Context: an optimization exercise on an open-source flow, tuned for small area and a short achievable clock period. The choices shown serve that exercise and are no tape-out recipe. The RTL was checked by simulation tests, not by an equivalence proof against the original design.

==> flow/design.v <==
package key_expansion_pkg;
    localparam int NR_DEFAULT = 10;
    function automatic logic [7:0] rcon_next(input logic [3:0] r);
        logic [7:0] val;
        val[0] = ~r[2] & ~r[1] & ~r[0];                      
        val[1] = r[3] | (~r[2] & ~r[1] & r[0]);              
        val[2] = (~r[2] & r[1] & ~r[0]) | (r[3] & r[0]);     
        val[3] = (~r[2] & r[1] & r[0]) | (r[3] & ~r[0]);     
        val[4] = r[3] | (r[2] & ~r[1] & ~r[0]);              
        val[5] = (r[2] & ~r[1] & r[0]) | (r[3] & r[0]);      
        val[6] = r[2] & r[1] & ~r[0];                        
        val[7] = r[2] & r[1] & r[0];                         
        rcon_next = val;
    endfunction
endpackage
module aes_sbox (
    input  logic [7:0] data,
    output logic [7:0] sub
);
    logic U0, U1, U2, U3, U4, U5, U6, U7;
    logic T1, T2, T3, T4, T5, T6, T7, T8, T9, T10, T11, T12;
    logic T13, T14, T15, T16, T17, T18, T19, T20, T21, T22, T23, Y24;
    logic T24, Y25, Z25, T25, T26, T27, M1, M2, A20, M4, M5, M6;
    logic M7, A22, M9, M11, M12, M13, M14, M15, B20, M17, B22, B23;
    logic C23, M20, M21, M22, M25, M26, M27, M33, M34, A23, M23, M24;
    logic M28, M29, M30, M31, M32, M35, M36, M37, M38, M39, M40, M41;
    logic M42, M43, M44, M45, M46, M47, M48, M49, M50, M51, M52, M53;
    logic M54, M55, M56, M57, M58, M59, M60, M61, M62, M63, L0, L1;
    logic L2, L3, L4, L5, L6, L7, L8, L9, L10, L11, L12, L13;
    logic L14, L15, L16, L17, L18, L19, L20, L21, L22, L23, L24, L25;
    logic L26, L27, L28, L29;
    assign {U0, U1, U2, U3, U4, U5, U6, U7} = data;
    assign T1 = U0 ^ U3;
    assign T2 = U0 ^ U5;
    assign T3 = U0 ^ U6;
    assign T4 = U3 ^ U5;
    assign T5 = U4 ^ U6;
    assign T6 = T1 ^ T5;
    assign T7 = U1 ^ U2;
    assign T8 = U7 ^ T6;
    assign T9 = U7 ^ T7;
    assign T10 = T6 ^ T7;
    assign T11 = U1 ^ U5;
    assign T12 = U2 ^ U5;
    assign T13 = T3 ^ T4;
    assign T14 = T6 ^ T11;
    assign T15 = T5 ^ T11;
    assign T16 = T5 ^ T12;
    assign T17 = T9 ^ T16;
    assign T18 = U3 ^ U7;
    assign T19 = T7 ^ T18;
    assign T20 = T1 ^ T19;
    assign T21 = U6 ^ U7;
    assign T22 = T7 ^ T21;
    assign T23 = T2 ^ T22;
    assign Y24 = T7 ^ T4;
    assign T24 = Y24 ^ T5;
    assign Y25 = U0 ^ U2;
    assign Z25 = U5 ^ T5;
    assign T25 = Y25 ^ Z25;
    assign T26 = T3 ^ T16;
    assign T27 = T1 ^ T12;
    assign M1 = T13 & T6;
    assign M2 = T23 & T8;
    assign A20 = T14 ^ M1;
    assign M4 = T19 & U7;
    assign M5 = M4 ^ M1;
    assign M6 = T3 & T16;
    assign M7 = T22 & T9;
    assign A22 = T26 ^ M7;
    assign M9 = T20 & T17;
    assign M11 = T1 & T15;
    assign M12 = T4 & T27;
    assign M13 = M12 ^ M11;
    assign M14 = T2 & T10;
    assign M15 = M14 ^ M11;
    assign B20 = M2 ^ M13;
    assign M17 = M5 ^ T24;
    assign B22 = M6 ^ M13;
    assign B23 = M6 ^ M11;
    assign C23 = B23 ^ T25;
    assign M20 = A20 ^ B20;
    assign M21 = M17 ^ M15;
    assign M22 = A22 ^ B22;
    assign M25 = M22 & M20;
    assign M26 = M21 ^ M25;
    assign M27 = M20 ^ M21;
    assign M33 = M27 ^ M25;
    assign M34 = M21 & M22;
    assign A23 = M9 ^ M14;
    assign M23 = A23 ^ C23;
    assign M24 = M22 ^ M23;
    assign M28 = M23 ^ M25;
    assign M29 = M28 & M27;
    assign M30 = M26 & M24;
    assign M31 = M20 & M23;
    assign M32 = M27 & M31;
    assign M35 = M24 & M34;
    assign M36 = M24 ^ M25;
    assign M37 = M21 ^ M29;
    assign M38 = M32 ^ M33;
    assign M39 = M23 ^ M30;
    assign M40 = M35 ^ M36;
    assign M41 = M38 ^ M40;
    assign M42 = M37 ^ M39;
    assign M43 = M37 ^ M38;
    assign M44 = M39 ^ M40;
    assign M45 = M42 ^ M41;
    assign M46 = M44 & T6;
    assign M47 = M40 & T8;
    assign M48 = M39 & U7;
    assign M49 = M43 & T16;
    assign M50 = M38 & T9;
    assign M51 = M37 & T17;
    assign M52 = M42 & T15;
    assign M53 = M45 & T27;
    assign M54 = M41 & T10;
    assign M55 = M44 & T13;
    assign M56 = M40 & T23;
    assign M57 = M39 & T19;
    assign M58 = M43 & T3;
    assign M59 = M38 & T22;
    assign M60 = M37 & T20;
    assign M61 = M42 & T1;
    assign M62 = M45 & T4;
    assign M63 = M41 & T2;
    assign L0 = M61 ^ M62;
    assign L1 = M50 ^ M56;
    assign L2 = M46 ^ M48;
    assign L3 = M47 ^ M55;
    assign L4 = M54 ^ M58;
    assign L5 = M49 ^ M61;
    assign L6 = M62 ^ L5;
    assign L7 = M46 ^ L3;
    assign L8 = M51 ^ M59;
    assign L9 = M52 ^ M53;
    assign L10 = M53 ^ L4;
    assign L11 = M60 ^ L2;
    assign L12 = M48 ^ M51;
    assign L13 = M50 ^ L0;
    assign L14 = M52 ^ M61;
    assign L15 = M55 ^ L1;
    assign L16 = M56 ^ L0;
    assign L17 = M57 ^ L1;
    assign L18 = M58 ^ L8;
    assign L19 = M63 ^ L4;
    assign L20 = L0 ^ L1;
    assign L21 = L1 ^ L7;
    assign L22 = L3 ^ L12;
    assign L23 = L18 ^ L2;
    assign L24 = L15 ^ L9;
    assign L25 = L6 ^ L10;
    assign L26 = L7 ^ L9;
    assign L27 = L8 ^ L10;
    assign L28 = L11 ^ L14;
    assign L29 = L11 ^ L17;
    assign sub[7] = L6 ^ L24;
    assign sub[6] = ~(L16 ^ L26);
    assign sub[5] = ~(L19 ^ L28);
    assign sub[4] = L6 ^ L21;
    assign sub[3] = L20 ^ L22;
    assign sub[2] = L25 ^ L29;
    assign sub[1] = ~(L13 ^ L27);
    assign sub[0] = ~(L6 ^ L23);
endmodule
module key_expansion
#(
    parameter int NR = key_expansion_pkg::NR_DEFAULT
) (
    input  logic            clk,
    input  logic            rst_n,
    input  logic            start_in,
    input  logic [31:0]     K0_in,
    input  logic [31:0]     K1_in,
    input  logic [31:0]     K2_in,
    input  logic [31:0]     K3_in,
    input  logic            ready_in,
    output logic [31:0]     D0_out,
    output logic [31:0]     D1_out,
    output logic [31:0]     D2_out,
    output logic [31:0]     D3_out,
    output logic            valid_out,
    output logic [3:0]      round_out,
    output logic            busy_out,
    output logic            done_out
);
    logic        valid_q, done_q;
    logic [31:0] w0_q, w1_q, w2_q, w3_q;
    logic [3:0]  round_q;
    logic [31:0] sub_word;
    logic [31:0] t_word;
    logic [31:0] rc_word;
    logic [31:0] p0, p1, p2, p3;
    logic [31:0] sel_ld, sel_adv, sel_hold;
    logic [3:0]  round_d;
    logic        last;
    for (genvar i = 0; i < 4; i++) begin : g_sbox
        aes_sbox u_sbox (
            .data (w3_q[(8*i + 24) % 32 +: 8]),
            .sub  (sub_word[8*i +: 8])
        );
    end
    assign rc_word  = {key_expansion_pkg::rcon_next(round_q), 24'h000000};
    assign p0       = w0_q ^ rc_word;
    assign p1       = p0 ^ w1_q;
    assign p2       = p1 ^ w2_q;
    assign p3       = p2 ^ w3_q;
    assign sel_ld   = {32{~valid_q}};
    assign sel_adv  = {32{valid_q & ready_in}};
    assign sel_hold = {32{valid_q & ~ready_in}};
    assign t_word   = sel_adv & sub_word;       
    assign last     = round_q[3] & round_q[1];    
    assign round_d  = ({4{valid_q & ready_in}} & (round_q + 4'd1))
                    | ({4{valid_q & ~ready_in}} & round_q);
    always_ff @(posedge clk or negedge rst_n) begin
        if (!rst_n) begin
            valid_q <= 1'b0;
            done_q  <= 1'b0;
        end else begin
            valid_q <= valid_q ? !(ready_in && last) : start_in;
            done_q  <= valid_q && ready_in && last;
        end
    end
    always_ff @(posedge clk) begin
        w0_q    <= (valid_q ? (ready_in ? p0 : w0_q) : K0_in) ^ t_word;
        w1_q    <= (valid_q ? (ready_in ? p1 : w1_q) : K1_in) ^ t_word;
        w2_q    <= (valid_q ? (ready_in ? p2 : w2_q) : K2_in) ^ t_word;
        w3_q    <= (valid_q ? (ready_in ? p3 : w3_q) : K3_in) ^ t_word;
        round_q <= round_d;
    end
    assign D0_out    = w0_q;
    assign D1_out    = w1_q;
    assign D2_out    = w2_q;
    assign D3_out    = w3_q;
    assign round_out = round_q;
    assign valid_out = valid_q;
    assign busy_out  = valid_q;
    assign done_out  = done_q;
endmodule
==> flow/config.mk <==
export PLATFORM = sky130hd
export DESIGN_NAME = key_expansion
export DESIGN_NICKNAME = key_expansion
export VERILOG_FILES = /design/flow/design.v
export SDC_FILE = /design/flow/constraint.sdc
export NUM_CORES = 4
export LEC_CHECK = 0
export CAP_MARGIN = 20
export CORE_MARGIN = 2
export CORE_UTILIZATION = 40
export SLEW_MARGIN = 20
==> flow/constraint.sdc <==
create_clock -name core_clock -period 17.0 [get_ports {clk}]
set_input_delay 3.4000 -clock core_clock [delete_from_list [all_inputs] [get_ports {clk}]]
set_output_delay 3.4000 -clock core_clock [all_outputs]
set_load 0.01 [all_outputs]
standard.sh (not shown) runs the stock make flow with config.mk's settings and CLKGATE_MAP_FILE= SYNTH_SCRIPT=/design/flow/synth_recipe.tcl, a recipe that flattens the netlist after the stock synthesis.
==> flow/flow/run.sh <==
#!/bin/bash
# Layout flow: the standard ORFS flow (standard.sh), with extra make variables from
# flow/make_args.txt (one VAR=value per line) and, if flow/abc.script exists, that ABC
# script in place of ORFS's abc_speed.script and abc_area.script (a copy of ORFS's scripts folder is used).
# The floorplan step runs with SETUP_SLACK_MARGIN from flow/floorplan_margin.txt, the
# later steps with the one in flow/make_args.txt.
# Each ORFS step writes its own log under orfs/logs/; make's output goes to make.log.
set -euo pipefail
HERE=$(pwd)
ARGS=()
if [[ -f flow/abc.script ]]; then
  rm -rf "$HERE/scripts"
  cp -r "$FLOW_HOME/scripts" "$HERE/scripts"
  cp flow/abc.script "$HERE/scripts/abc_speed.script"
  cp flow/abc.script "$HERE/scripts/abc_area.script"
  ARGS+=("SCRIPTS_DIR=$HERE/scripts")
fi
if [[ -f flow/make_args.txt ]]; then
  while IFS= read -r line; do
    [[ -n "$line" && "$line" != \#* ]] && ARGS+=("$line")
  done < flow/make_args.txt
fi
echo "make args: ${ARGS[*]}" > make.log
FP_MARGIN=$(cat flow/floorplan_margin.txt)
bash standard.sh "${ARGS[@]}" "SETUP_SLACK_MARGIN=$FP_MARGIN" floorplan >> make.log 2>&1
bash standard.sh "${ARGS[@]}" finish >> make.log 2>&1
==> flow/flow/abc.script <==
strash
dch
map -D 3300
topo
stime -c
buffer -c
upsize -c
dnsize -c
==> flow/flow/floorplan_margin.txt <==
11.5
==> flow/flow/make_args.txt <==
ABC_CLOCK_PERIOD_IN_PS=3300
CORE_UTILIZATION=50
SETUP_SLACK_MARGIN=12.4
BUFFER_PORTS_ARGS=-buffer_cell sky130_fd_sc_hd__buf_1
CTS_ARGS=-sink_clustering_enable -repair_clock_nets -buf_list sky130_fd_sc_hd__clkbuf_8 -dont_use_dummy_load
The starting point finished clean.
Edit:
==> flow/flow/floorplan_margin.txt (replaced) <==
12.0
What happened: The changed run produced a clean layout; cell area does not change; area after synthesis stays the same; critical path depth is unchanged; routed wire length does not change; die area does not change; non-clock buffer count stays the same.

---

Starts from the design.v that is shown in full above.
export LEC_CHECK = 0
export CAP_MARGIN = 20
export CORE_MARGIN = 2
export CORE_UTILIZATION = 40
export SLEW_MARGIN = 20
create_clock -name core_clock -period 17.0 [get_ports {clk}]
==> flow/flow/run.sh <==
#!/bin/bash
# Layout flow: the standard ORFS flow (standard.sh), with extra make variables from
# flow/make_args.txt (one VAR=value per line) and, if flow/abc.script exists, that ABC
# script in place of ORFS's abc_speed.script and abc_area.script (a copy of ORFS's scripts folder is used).
# Each ORFS step writes its own log under orfs/logs/; make's output goes to make.log.
set -euo pipefail
HERE=$(pwd)
ARGS=()
if [[ -f flow/abc.script ]]; then
  rm -rf "$HERE/scripts"
  cp -r "$FLOW_HOME/scripts" "$HERE/scripts"
  cp flow/abc.script "$HERE/scripts/abc_speed.script"
  cp flow/abc.script "$HERE/scripts/abc_area.script"
  ARGS+=("SCRIPTS_DIR=$HERE/scripts")
fi
if [[ -f flow/make_args.txt ]]; then
  while IFS= read -r line; do
    [[ -n "$line" && "$line" != \#* ]] && ARGS+=("$line")
  done < flow/make_args.txt
fi
echo "make args: ${ARGS[*]}" > make.log
bash standard.sh "${ARGS[@]}" finish >> make.log 2>&1
==> flow/flow/make_args.txt <==
ABC_CLOCK_PERIOD_IN_PS=3300
CORE_UTILIZATION=50
SETUP_SLACK_MARGIN=12.6
BUFFER_PORTS_ARGS=-buffer_cell sky130_fd_sc_hd__buf_1
CTS_ARGS=-sink_clustering_enable -repair_clock_nets -buf_list sky130_fd_sc_hd__clkbuf_8 -dont_use_dummy_load
Scripts as last shown in full above: flow/flow/abc.script
Change:
--- a/flow/flow/make_args.txt
+++ b/flow/flow/make_args.txt
@@ -2,3 +2,3 @@
 CORE_UTILIZATION=50
-SETUP_SLACK_MARGIN=12.6
+SETUP_SLACK_MARGIN=12.35
 BUFFER_PORTS_ARGS=-buffer_cell sky130_fd_sc_hd__buf_1
The new run produced a clean layout.
Setup slack is worse by 0.064 ns.
Die area stays the same.
Utilization fell by 6.5 points.
Non-clock buffer count fell by 50.
Cell count goes down by 2.3%.
Cell area came out lower by 10%.
Clock skew grows by 0.0040 ns.
Sequential share of layout area came out higher by 0.79 points.

---

Setup of v26:
Starts from the design.v that is shown in full above.
Settings: LEC_CHECK=0, CAP_MARGIN=20, CORE_MARGIN=2, CORE_UTILIZATION=40, SLEW_MARGIN=20; clock period 17.0 ns.
==> flow/flow/abc.script <==
strash
dch
map -D 3000
topo
stime -c
buffer -c
upsize -c
dnsize -c
==> flow/flow/make_args.txt <==
ABC_CLOCK_PERIOD_IN_PS=3000
CORE_UTILIZATION=50
SETUP_SLACK_MARGIN=12.35
BUFFER_PORTS_ARGS=-buffer_cell sky130_fd_sc_hd__buf_1
CTS_ARGS=-sink_clustering_enable -repair_clock_nets -buf_list sky130_fd_sc_hd__clkbuf_8 -dont_use_dummy_load
Scripts as last shown in full above: flow/flow/run.sh
## Diff of input files: v42 against v26
-- flow/flow/abc.script --
<<< v26, line 3
map -D 3000
>>> v42, line 3
map -D 3300
-- flow/flow/make_args.txt --
<<< v26, line 1
ABC_CLOCK_PERIOD_IN_PS=3000
>>> v42, line 1
ABC_CLOCK_PERIOD_IN_PS=3300
<<< v26, line 3
SETUP_SLACK_MARGIN=12.35
>>> v42, line 3
SETUP_SLACK_MARGIN=12.5
Results
- v42 finished every step from synthesis to the final layout, and the layout passed the timing, DRC and antenna checks.
- Compared v26 against v42; multiplexer fraction of the synthesized cell area within noise.
- Looking at global-route usage across v26 and v42, the one that comes out lower is v26.
- What v26 reported for initial DRC count has to be multiplied by 1.20 to get the figure for v42.
- v26 has a higher met3 usage than v42.
- Per the comparison of v42 with v26, maximum clock rate now sits higher; netlist area before placement saw a decrease; count of flip-flops with a built-in enable after synthesis now sits at about the same level.
## Diff of input files: v11 against v42
-- flow/flow/abc.script --
<<< v42, line 3
map -D 3300
>>> v11, line 3
map -D 3000
-- flow/flow/make_args.txt --
<<< v42, line 1
ABC_CLOCK_PERIOD_IN_PS=3300
>>> v11, line 1
ABC_CLOCK_PERIOD_IN_PS=3000
Notes after the runs:
No stage failed in v11, and the final checks on the layout all came back clean.
Compared with v42, in v11 finished layout cell area shows an increase of 1.3%, met2 track demand over resource in global routing -4.1 points, cell count of the worst hold path has remained practically unchanged, via count went down, share of the clock period used by the worst path after layout went up 0.24 points.
Compared with v42, v11 shows a lower sequential share of layout area.
Taking v42 as the reference, in v11 area fraction of clock buffers and clock inverters flat; non-clock buffer count down 0.70%; minimum clock period after layout up 0.040 ns.
Changes in v22 relative to v11:
-- flow/flow/abc.script --
<<< v11, line 3
map -D 3000
>>> v22, line 3
map -D 3700
-- flow/flow/make_args.txt --
<<< v11, line 1
ABC_CLOCK_PERIOD_IN_PS=3000
>>> v22, line 1
ABC_CLOCK_PERIOD_IN_PS=3700
<<< v11, line 3
SETUP_SLACK_MARGIN=12.5
>>> v22, line 3
SETUP_SLACK_MARGIN=12.35
### Flow results
Looking only at met1 global-route usage, and setting everything else aside, the lower value of v11 and v22 goes to v22.
Going from v11 to v22, the vias per cell was found to have gone down by 0.99%.
Looking only at average size of a mapped cell, and setting everything else aside, the lower value of v11 and v22 goes to v22.
Delta (v22 minus v11): clock network area share now sits at about the same level, net count of the mapped netlist now sits at about the same level, fraction of standard cell area in multi-input logic now sits lower, global-route wire length before repair now sits lower, final cell count now sits lower.
Taking v11 as the reference point, the final worst-path cycle share of v22 rises by 0.33 points.
Diff v11 -> v22: sequential area share after synthesis went up 0.65 points; synthesized area -about 2.7%.

==> what the ideal ports hide <==
No port has a modelled driver above. Below, the same layouts with a new extraction and two added sets of constraints. Step 1, drivers: a clkbuf_16 drives clk and a buf_2 each remaining input, both assumed. Step 2 also shifts input and output timing later by t, the mid clock arrival at the registers, as if the neighbouring blocks saw the same clock. Slacks: ideal ports / drivers / drivers and shift; pairs: ideal ports / drivers.
| run | shift t [ns] | slack for setup (ns) | hold slack, ns | latest minus earliest clock arrival (ns) |
|---|---|---|---|---|
| the first run of note 1 | 0.491 | 12.349 / 12.305 / 11.960 | 0.626 / 0.626 / 0.626 | 0.035 / 0.035 |
| the second run of note 1 | 0.491 | 12.349 / 12.305 / 11.960 | 0.626 / 0.626 / 0.626 | 0.035 / 0.035 |
| the first run of note 2 | 0.491 | 12.468 / 12.423 / 12.153 | 0.598 / 0.598 / 0.598 | 0.033 / 0.033 |
| the second run of note 2 | 0.502 | 12.404 / 12.386 / 11.923 | 0.620 / 0.620 / 0.620 | 0.036 / 0.036 |
| v26 | 0.487 | 12.391 / 12.344 / 11.942 | 0.624 / 0.624 / 0.624 | 0.031 / 0.031 |
| v42 | 0.488 | 12.492 / 12.448 / 12.038 | 0.619 / 0.619 / 0.619 | 0.034 / 0.034 |
| v11 | 0.497 | 12.452 / 12.407 / 12.046 | 0.624 / 0.624 / 0.624 | 0.030 / 0.030 |
| v22 | 0.506 | 12.396 / 12.351 / 11.955 | 0.614 / 0.614 / 0.614 | 0.027 / 0.027 |
After both steps setup and hold are still met in every run listed. The setup slack of the second run of note 2, which loses most, moves by -0.018 ns with the drivers and by -0.481 ns with both steps.
